Context: an optimization exercise on an open-source flow, tuned for small area, a short achievable clock period and few clock cycles. The choices shown serve that exercise and are no tape-out recipe.
Function was checked by simulation only, so behaviour that the tests miss may differ from the original.
Power and IR drop assume default switching activity.

[run.sh]
#!/bin/bash
# synth_recipe.tcl (not shown) runs the flow's synth.tcl, then flattens the netlist and writes it again
# the make line also repeats each setting of config.mk as NAME=value (left out here)
make -C /OpenROAD-flow-scripts/flow DESIGN_CONFIG=/design/flow/config.mk WORK_HOME=/design/flow/orfs CLKGATE_MAP_FILE= SYNTH_SCRIPT=/design/flow/synth_recipe.tcl finish
[config.mk]
export PLATFORM = sky130hd
export DESIGN_NAME = all_pairs_distance_relax_unit
export DESIGN_NICKNAME = all_pairs_distance_relax_unit
export VERILOG_FILES = /design/flow/design.v
export SDC_FILE = /design/flow/constraint.sdc
export NUM_CORES = 4
export LEC_CHECK = 0
export CAP_MARGIN = 20
export CORE_MARGIN = 2
export CORE_UTILIZATION = 40
export SLEW_MARGIN = 20
[constraint.sdc]
create_clock -name core_clock -period 7.0 [get_ports {clk}]
set_input_delay 1.4000 -clock core_clock [delete_from_list [all_inputs] [get_ports {clk}]]
set_output_delay 1.4000 -clock core_clock [all_outputs]
set_load 0.01 [all_outputs]
[design.v]
package apdr_pkg;
  localparam logic [1:0] OP_WRITE = 2'd0;
  localparam logic [1:0] OP_RELAX = 2'd1;
  localparam logic [1:0] OP_READ  = 2'd2;
  localparam logic [6:0] PASS_LIMIT = 7'd64;
  typedef struct packed {
    logic [1:0] operation;
    logic [3:0] row;
    logic [3:0] col;
    logic [7:0] value;
  } in_item_t;
  typedef struct packed {
    logic [7:0] read_value;
    logic [6:0] pass_count;
  } out_item_t;
endpackage
module all_pairs_distance_relax_unit #(
  parameter int MAX_NODES = 16
) (
  input  logic      clk,
  input  logic      rst_n,
  input  logic      in_valid,
  output logic      in_stall,
  input  logic [17:0] in_data,
  output logic      out_valid,
  input  logic      out_stall,
  output logic [14:0] out_data,
  input  logic      cfg_wr_en,
  input  logic [4:0] cfg_wr_data
);
  localparam int N = 16;
  apdr_pkg::in_item_t in_item;
  assign in_item = apdr_pkg::in_item_t'(in_data);
  typedef enum logic [2:0] {
    S_IDLE = 3'd0,
    S_RDW  = 3'd1,
    S_RST  = 3'd2,
    S_RUN  = 3'd3,
    S_FL   = 3'd4
  } state_t;
  state_t          state_r;
  logic [4:0]      node_count_r;
  logic            out_valid_r;
  logic [14:0]     out_data_r;
  logic [3:0]      hd_r;
  logic [N-1:0]    hd_oh_r;
  logic [3:0]      x_r, xp_r, nm1_r;
  logic [4:0]      n_r;
  logic [N-1:0]    zm_r, mask_r, m_r;
  logic            pv_r, chg_r;
  logic [6:0]      pass_r;
  logic [N-1:0][7:0] r_r, n_q, p_r;
  logic [7:0]      ph_r;
  logic            mh_r, byp_r;
  logic [1:0][3:0]   b_row;
  logic [1:0][N-1:0] b_wv;
  logic [1:0]        b_rv;
  logic              mru_r;
  logic              hv_r;
  logic [3:0]        h_row, h_col, q_row, q_col;
  logic [7:0]        h_val;
  assign out_valid = out_valid_r;
  assign out_data  = out_data_r;
  logic [N-1:0][N-1:0][7:0] ring;
  logic [N-1:0][7:0]        tail_in;
  always_ff @(posedge clk) begin
    ring <= {tail_in, ring[N-1:1]};
  end
  logic [N-1:0][7:0] head;
  assign head = ring[0];
  logic [N-1:0]      xp_oh;
  logic [N-1:0][7:0] rowy;
  always_comb begin
    for (int j = 0; j < N; j++) begin
      xp_oh[j] = (4'(j) == xp_r);
      if (byp_r)                 rowy[j] = p_r[j];
      else if (mh_r && xp_oh[j]) rowy[j] = ph_r;
      else                       rowy[j] = head[j];
    end
  end
  logic [1:0] b_wany, b_fl;
  always_comb begin
    for (int k = 0; k < 2; k++) begin
      b_wany[k] = |b_wv[k];
      b_fl[k]   = b_wany[k] && (b_row[k] == hd_r);
    end
    for (int j = 0; j < N; j++) begin
      if (b_fl[0] && b_wv[0][j])      tail_in[j] = r_r[j];
      else if (b_fl[1] && b_wv[1][j]) tail_in[j] = n_q[j];
      else                            tail_in[j] = rowy[j];
    end
  end
  logic [7:0]        ry;
  logic              step;
  logic [N-1:0]      upd;
  logic [N-1:0][7:0] lane;
  logic [N-1:0][8:0] dz;
  logic [N-1:0][7:0] sz;
  logic [N-1:0]      mask_fin;
  always_comb begin
    ry = '0;
    for (int i = 0; i < N; i++) begin
      if (hd_oh_r[i]) ry = ry | r_r[i];
    end
    step = (state_r == S_RUN) && ({1'b0, hd_r} < n_r) && (hd_r != x_r);
    for (int z = 0; z < N; z++) begin
      dz[z]   = {1'b0, r_r[z]} - {1'b0, rowy[z]};
      sz[z]   = ry + rowy[z];
      upd[z]  = step && zm_r[z] && !dz[z][8] && (ry < dz[z][7:0]);
      lane[z] = upd[z] ? sz[z] : r_r[z];
    end
    mask_fin = mask_r | upd;
  end
  logic [4:0] n_act;
  assign n_act = (node_count_r > 5'd16) ? 5'd16 : node_count_r;
  logic       bnd;       
  logic [3:0] nx;        
  logic       last_x;
  assign bnd    = (hd_r == 4'd15);
  assign last_x = (x_r == nm1_r);
  assign nx     = last_x ? 4'd0 : x_r + 4'd1;
  logic [6:0] pass_inc;
  logic       chg_all, pass_more;
  assign pass_inc  = pass_r + 7'd1;
  assign chg_all   = chg_r || (|mask_r);
  assign pass_more = chg_all && (pass_inc < apdr_pkg::PASS_LIMIT);
  logic h_t0, h_t1, h_f0, h_f1, h_go0, h_go1, h_can;
  assign h_t0  = b_wany[0] && (b_row[0] == h_row);
  assign h_t1  = b_wany[1] && (b_row[1] == h_row);
  assign h_f0  = !b_wany[0];
  assign h_f1  = !b_wany[1];
  assign h_go0 = hv_r && (h_t0 || (!h_t1 && h_f0));
  assign h_go1 = hv_r && !h_go0 && (h_t1 || h_f1);
  assign h_can = h_go0 || h_go1;
  logic wbusy;           
  assign wbusy = hv_r || b_wany[0] || b_wany[1];
  assign in_stall = (state_r != S_IDLE) || (hv_r && !h_can);
  logic accept;
  assign accept = in_valid && !in_stall;
  logic rh0, rh1;
  assign rh0 = b_rv[0] && (b_row[0] == in_item.row);
  assign rh1 = b_rv[1] && (b_row[1] == in_item.row);
  logic [3:0] pf_row;
  logic       pf_go;
  assign pf_row = (mru_r ? b_row[1] : b_row[0]) + 4'd1;
  assign pf_go  = (state_r == S_IDLE) && !wbusy && b_rv[mru_r] && (hd_r == pf_row)
                  && !(b_rv[!mru_r] && (b_row[!mru_r] == pf_row));
  logic rd_cap;
  assign rd_cap = (state_r == S_RDW) && !wbusy && (hd_r == q_row);
  logic rst_go;
  assign rst_go = (state_r == S_RST) && !wbusy && (hd_r == 4'd0);
  function automatic [N-1:0] oh(input [3:0] v);
    oh = 16'd1 << v;
  endfunction
  always_ff @(posedge clk) begin
    if (!rst_n) begin
      state_r      <= S_IDLE;
      out_valid_r  <= 1'b0;
      node_count_r <= 5'd16;
      hd_r         <= 4'd0;
      hd_oh_r      <= 16'd1;
      pv_r         <= 1'b0;
      hv_r         <= 1'b0;
      b_wv         <= '0;
      b_rv         <= '0;
      mh_r         <= 1'b0;
      byp_r        <= 1'b0;
    end else begin
      hd_r    <= hd_r + 4'd1;
      hd_oh_r <= {hd_oh_r[N-2:0], hd_oh_r[N-1]};
      if (out_valid_r && !out_stall) out_valid_r <= 1'b0;
      if (cfg_wr_en) node_count_r <= cfg_wr_data;
      for (int k = 0; k < 2; k++) begin
        if (b_fl[k]) b_wv[k] <= '0;
      end
      if (h_go0) begin
        b_row[0] <= h_row;
        b_wv[0]  <= (b_fl[0] ? 16'd0 : b_wv[0]) | oh(h_col);
      end
      if (h_go1) begin
        b_row[1] <= h_row;
        b_wv[1]  <= (b_fl[1] ? 16'd0 : b_wv[1]) | oh(h_col);
      end
      if (h_can) hv_r <= 1'b0;
      if (pf_go) begin
        b_row[!mru_r] <= pf_row;
        b_rv[!mru_r]  <= 1'b1;
      end
      if ((state_r == S_RUN) && bnd) begin
        ph_r  <= lane[0];
        mh_r  <= mask_fin[0];
        byp_r <= (x_r == 4'd0);
      end else begin
        ph_r  <= '0;
        mh_r  <= 1'b0;
        for (int i = 0; i < N; i++) begin
          if (hd_oh_r[(i + N - 1) % N]) begin
            ph_r <= p_r[i];
            mh_r <= pv_r && m_r[i];
          end
        end
        byp_r <= pv_r && (xp_r == hd_r + 4'd1);
      end
      case (state_r)
        S_IDLE: begin
          if (accept) begin
            case (in_item.operation)
              apdr_pkg::OP_WRITE: begin
                hv_r        <= 1'b1;
                b_rv        <= '0;
                out_valid_r <= 1'b1;
                out_data_r  <= '0;
              end
              apdr_pkg::OP_READ: begin
                if (rh0 || rh1) begin
                  out_valid_r <= 1'b1;
                  out_data_r  <= {(rh0 ? r_r[in_item.col] : n_q[in_item.col]), 7'd0};
                  mru_r       <= rh1;
                end else begin
                  state_r <= S_RDW;
                end
              end
              apdr_pkg::OP_RELAX: begin
                if (n_act < 5'd2) begin
                  out_valid_r <= 1'b1;
                  out_data_r  <= {8'd0, 7'd1};
                end else begin
                  b_rv    <= '0;
                  state_r <= S_RST;
                end
              end
              default: begin
                out_valid_r <= 1'b1;
                out_data_r  <= '0;
              end
            endcase
          end
        end
        S_RDW: begin
          if (rd_cap) begin
            b_row[!mru_r] <= q_row;
            b_rv[!mru_r]  <= 1'b1;
            mru_r         <= !mru_r;
            out_valid_r   <= 1'b1;
            out_data_r    <= {head[q_col], 7'd0};
            state_r       <= S_IDLE;
          end
        end
        S_RST: begin
          if (rst_go) begin
            state_r <= S_RUN;
          end
        end
        S_RUN: begin
          if (bnd) begin
            pv_r <= 1'b1;
            if (last_x) begin
              if (!pass_more) begin
                if (mask_r == '0) begin
                  pv_r        <= 1'b0;
                  out_valid_r <= 1'b1;
                  out_data_r  <= {8'd0, pass_inc};
                  state_r     <= S_IDLE;
                end else begin
                  state_r <= S_FL;
                end
              end
            end
          end
        end
        S_FL: begin
          if (bnd) begin
            pv_r        <= 1'b0;
            out_valid_r <= 1'b1;
            out_data_r  <= {8'd0, pass_r};
            state_r     <= S_IDLE;
          end
        end
        default: state_r <= S_IDLE;
      endcase
    end
  end
  always_ff @(posedge clk) begin
    if (accept) begin
      h_row <= in_item.row;
      h_col <= in_item.col;
      h_val <= in_item.value;
      q_row <= in_item.row;
      q_col <= in_item.col;
    end
    if (state_r == S_RUN) begin
      if (bnd) begin
        for (int k = 0; k < N; k++) begin
          r_r[k] <= (hd_r == nx) ? rowy[k] : n_q[k];
          if (4'(k) == x_r) begin
            if (last_x) begin
              if (mask_fin[0]) r_r[k] <= lane[0];
              else r_r[k] <= n_q[k];
            end else if (k < N - 1) begin
              if (mask_fin[(k + 1) % N]) r_r[k] <= lane[(k + 1) % N];
            end
          end
        end
      end else begin
        r_r <= lane;
      end
      if (hd_r == nx) n_q <= rowy;
    end else begin
      if (rst_go || ((rd_cap || pf_go) && mru_r)) r_r <= head;
      if ((rd_cap || pf_go) && !mru_r) n_q <= head;
      if (h_go0) r_r[h_col] <= h_val;
      if (h_go1) n_q[h_col] <= h_val;
    end
    case (state_r)
      S_IDLE: begin
        if (accept && in_item.operation == apdr_pkg::OP_RELAX) begin
          n_r    <= n_act;
          nm1_r  <= 4'(n_act - 5'd1);
        end
      end
      S_RST: begin
        x_r    <= 4'd0;
        pass_r <= '0;
        chg_r  <= 1'b0;
        mask_r <= '0;
        for (int z = 0; z < N; z++) zm_r[z] <= (5'(z) < n_r) && (z != 0);
      end
      S_RUN: begin
        if (bnd) begin
          p_r    <= lane;
          m_r    <= mask_fin;
          xp_r   <= x_r;
          x_r    <= nx;
          mask_r <= '0;
          for (int z = 0; z < N; z++) zm_r[z] <= (5'(z) < n_r) && (4'(z) != nx);
          if (last_x) begin
            pass_r <= pass_inc;
            chg_r  <= 1'b0;
          end
        end else begin
          mask_r <= mask_fin;
          if (hd_r == 4'd0 && x_r != 4'd0) chg_r <= chg_r || (|m_r);
        end
      end
      default: ;
    endcase
  end
endmodule
==> impl_metrics.env <==
export IMPL_post_cts_resized_instances=0
export IMPL_slew_headroom_pct=15.52
export IMPL_synth_adder_area_share_pct=5.347
export IMPL_syn_area_um2=99500
export IMPL_chipHeight_um=502.8
export IMPL_post_route_drc_count=0
export IMPL_mean_cell_area_of_the_mapped_netlist_um2=11.10
export IMPL_areaGrowthSynthToFinish_pct=16.11
export IMPL_htreeDepth=5
export IMPL_initialDrtViolationCount=12439
export IMPL_power_density_cell_area_nw_per_um2=351.1
export IMPL_synth_sequential_area_ratio_pct=56.50
export IMPL_hold_buffers=0
export IMPL_leakage_uw=0.04684
export IMPL_post_route_period_util_pct=96.58
export IMPL_grt_antenna_before_repair=106
export IMPL_dp_hpwl_um=380900
export IMPL_numCtsBuffers=285
export IMPL_synth_top_flop_cell="sky130_fd_sc_hd__dfxtp_1"
export IMPL_post_synth_inst_count=8966
export IMPL_drive_above_1_share_pct=13.43
export IMPL_critPathMaxFanout=24
export IMPL_synthDistinctLibCells=108
export IMPL_report_final_setup_viol=0
export IMPL_layout_min_cycle_time_ns=6.760
export IMPL_cts_max_path_buffers=4
export IMPL_postSynth_asyncResetShare_pct=0
export IMPL_yosysWarnings=1
export IMPL_finish_utilization_pct=46.59
export IMPL_synth_xor_area_share_pct=2.184
export IMPL_via_count=80502
export IMPL_status="timing/DRC/antenna clean"
export IMPL_die_width_um=502.8
export IMPL_cts_root_buf="sky130_fd_sc_hd__clkbuf_16"
export IMPL_core_region_area_um2=248000
export IMPL_place_gp_congestion=1.110
export IMPL_cts_tree="done"
export IMPL_final_antenna_net_count=0
export IMPL_worst_endpoint_arrival_ns=7.62
export IMPL_final_net_count=9734
export IMPL_max_vdd_ir_drop_mv=0.2727
export IMPL_hold_path_class="flop to flop"
export IMPL_timing_worst_slew_pin_value_ns=1.266
export IMPL_setup_worst_path_start_class="flop"
export IMPL_largest_family_of_logic_cells_by_synthesized_area="compound AO/OA/AOI/OAI gates"
export IMPL_setup_worst_path_class="flop to flop"
export IMPL_std_cell_rows=183
export IMPL_timing_max_transition_violations_final=0
export IMPL_clock_transition_time_at_the_flip_flop_clock_pins_of_the_worst_setup_and_hold_paths_ns=0.07
export IMPL_post_synth_and_or_nand_nor_area_fraction_pct=9.043
export IMPL_setup_worst_path_end_class="flop"
export IMPL_clkLatencyLatePin_ns=0.96
export IMPL_maxCapViolations=0
export IMPL_initial_core_util_pct=40.13
export IMPL_routed_wirelength_um=514100
export IMPL_unrepaired_setup_endpoints_after_global_routing="false"
export IMPL_detailedRoute_firstPassIterationCount=8
export IMPL_report_final_hold_viol_count=0
export IMPL_dieArea_um2=252800
export IMPL_fin_setup_tns_ns=0
export IMPL_ys_seq_elements=2620
export IMPL_maxClockFrequency_mhz=147.9
export IMPL_synth_area_mux_share_pct=8.934
export IMPL_num_io_pins=45
export IMPL_grt_max_degree=114
export IMPL_cts_repair_timing_setup_buffer_count=0
export IMPL_cp_required_ns=7.86
export IMPL_number_of_nets_in_the_synthesized_netlist=9400
export IMPL_wire_per_inst_um=39.86
export IMPL_globalRouteOverflowTotal=0
export IMPL_final_setup_skew_ns=0.08873
export IMPL_first_global_vias=73626
export IMPL_port_buffers=44
export IMPL_synth_compound_area_share_pct=14.92
export IMPL_first_pass_grt_wire_length_um=673800
export IMPL_synth_enable_flop_cells=377
export IMPL_power_total_uw=40570
export IMPL_routed_via_density=6.242
export IMPL_clock_sinks=2620
export IMPL_track_usage_pct=39.63
layer usage:
metal / vias to the layer above / track usage, % / part of all wire, %
li1: 32989 / - / -
met4: 46 / 30.88 / 9.3
met5: - / 0 / 0.053
met2: 6117 / 54.19 / 39
met3: 1779 / 13.48 / 12
met1: 39571 / 50.85 / 39
cell type report:
cell class              instances  area, um^2
well taps                    3330        4167
clock buffers                 378        8050
flip-flops and latches       2620       56240
repair buffers                513        4360
fillers                     22776      132400
clock inverters               109       977.2
diodes                         67       167.7
multi-input cells            5594       40490
inverters                     286        1084
worst max-delay path: stages (launching register included):
cell and delay, ns:
sky130_fd_sc_hd__edfxtp_1 0.45, sky130_fd_sc_hd__nor3b_1 0.24, sky130_fd_sc_hd__buf_4 0.17, sky130_fd_sc_hd__nand2_1 0.33, sky130_fd_sc_hd__mux2i_1 0.22, sky130_fd_sc_hd__o21ai_0 0.23
sky130_fd_sc_hd__inv_1 0.13, sky130_fd_sc_hd__ha_1 0.28, sky130_fd_sc_hd__nor2b_1 0.13, sky130_fd_sc_hd__o21ai_0 0.15, sky130_fd_sc_hd__nand2b_1 0.12, sky130_fd_sc_hd__a21o_1 0.19
sky130_fd_sc_hd__a21o_1 0.19, sky130_fd_sc_hd__a21o_1 0.18, sky130_fd_sc_hd__a21oi_1 0.18, sky130_fd_sc_hd__xor2_1 0.10, sky130_fd_sc_hd__ha_1 0.31, sky130_fd_sc_hd__o21ai_0 0.10
sky130_fd_sc_hd__nor2_1 0.14, sky130_fd_sc_hd__nor4b_1 0.10, sky130_fd_sc_hd__and3_1 0.23, sky130_fd_sc_hd__buf_4 0.17, sky130_fd_sc_hd__a31oi_4 0.34, sky130_fd_sc_hd__buf_4 0.62
sky130_fd_sc_hd__nand2_1 0.15, sky130_fd_sc_hd__a2111oi_1 0.97, sky130_fd_sc_hd__nor2_1 0.11, sky130_fd_sc_hd__nand4_1 0.13
state kept, by name, indices dropped and copies added (netlist names), 32 cells and up:
signal / count
b_wv: 32
n_q: 128
p_r: 128
r_r: 128
ring: 2048
kinds of logic after synthesis:
kind of cell,count (synthesis)
simple gates,1924
buf+inv,752
xor+xnor,245
flops,2620
mux,734
fa+ha+maj,406
compound gates,2285
through the flow:
step / hold slack [ns] / cells / setup WS, ns / area (um^2)
2_1_floorplan: 0.3096 / 8966 / 0.4317 / 99500
4_1_cts: 0.2491 / 12828 / 0.3470 / 115300
5_1_grt: 0.2545 / 12846 / 0.0005596 / 115400
6_report: 0.2628 / 12897 / 0.2397 / 115500
3_3_place_gp: 0.3095 / 12338 / 0.07853 / 106200
3_5_place_dp: 0.3121 / 12341 / 0.3248 / 106300
worst paths after layout:
kind	slack (ns)	start	end	depth (start not counted)
worst max-delay path	0.24	xp_r[0]	r_r[79]	27
worst min register to register	0.26	ring[1848]	ring[1720]	0
worst min-delay path	0.26	ring[1848]	ring[1720]	0
worst max register to register	0.24	xp_r[0]	r_r[79]	27
layout by cell type (no fill, tap or decap), drive strengths merged, types with 78 or more instances in the layout:
master,count
nand3,94
nor3,92
a221oi,80
inv,308
nor2,443
xor2,99
a21oi,632
a21o,122
mux2,127
clkbuf,379
mux4,108
buf,471
ha,374
xnor2,144
mux2i,499
nor2b,125
o211ai,83
dfxtp,2243
o21ai,575
edfxtp,377
nand2b,121
nand2,764
and2,78
cells in the mapped netlist (125+ instances only):
library cell	n	area share, %
sky130_fd_sc_hd__nor2b_1	125	0.79
sky130_fd_sc_hd__inv_1	282	1.1
sky130_fd_sc_hd__mux2i_1	496	5.0
sky130_fd_sc_hd__o21ai_0	555	2.8
sky130_fd_sc_hd__ha_1	374	4.7
sky130_fd_sc_hd__edfxtp_1	377	11
sky130_fd_sc_hd__xnor2_1	144	1.3
sky130_fd_sc_hd__clkbuf_1	313	1.2
sky130_fd_sc_hd__nor2_1	432	1.6
sky130_fd_sc_hd__dfxtp_1	2243	45
sky130_fd_sc_hd__a21oi_1	630	3.2
sky130_fd_sc_hd__nand2_1	763	2.9
power breakdown:
| part | switching (uW) | total, uW | leakage (uW) | internal, uW |
|---|---|---|---|---|
| Sequential | 1820 | 17900 | 0.0218 | 16100 |
| Clock | 6180 | 14600 | 0.00446 | 8430 |
| Combinational | 4970 | 8050 | 0.0205 | 3090 |
| Total | 13000 | 40600 | 0.0468 | 27600 |
Testbench counts, summed over its fixed seeds: cycles 33,432.

re-timing with driven ports:
Ports are ideal in the flow. The routed layout listed here was re-timed in OpenROAD. Step 1, drivers: a clkbuf_16 drives clk and a buf_2 each remaining input, both assumed. Step 2, shift: input delay + t, output delay - t, t = (earliest + latest rising clock arrival at the registers) / 2. This alone moves slack from input paths to output paths. Three values: no drivers, after step 1, after step 2; two values: the first two.
shift t [ns]: 1.018
slack for setup (ns): 0.240 / 0.240 / 0.240
slew at the worst register clock pin (ns): 0.07 / 0.07
worst slew at a driven data input, ns: 0.06
After both steps this run still meets setup and hold. The setup slack of this run moves by 0.000 ns with the drivers and by 0.000 ns with both steps.
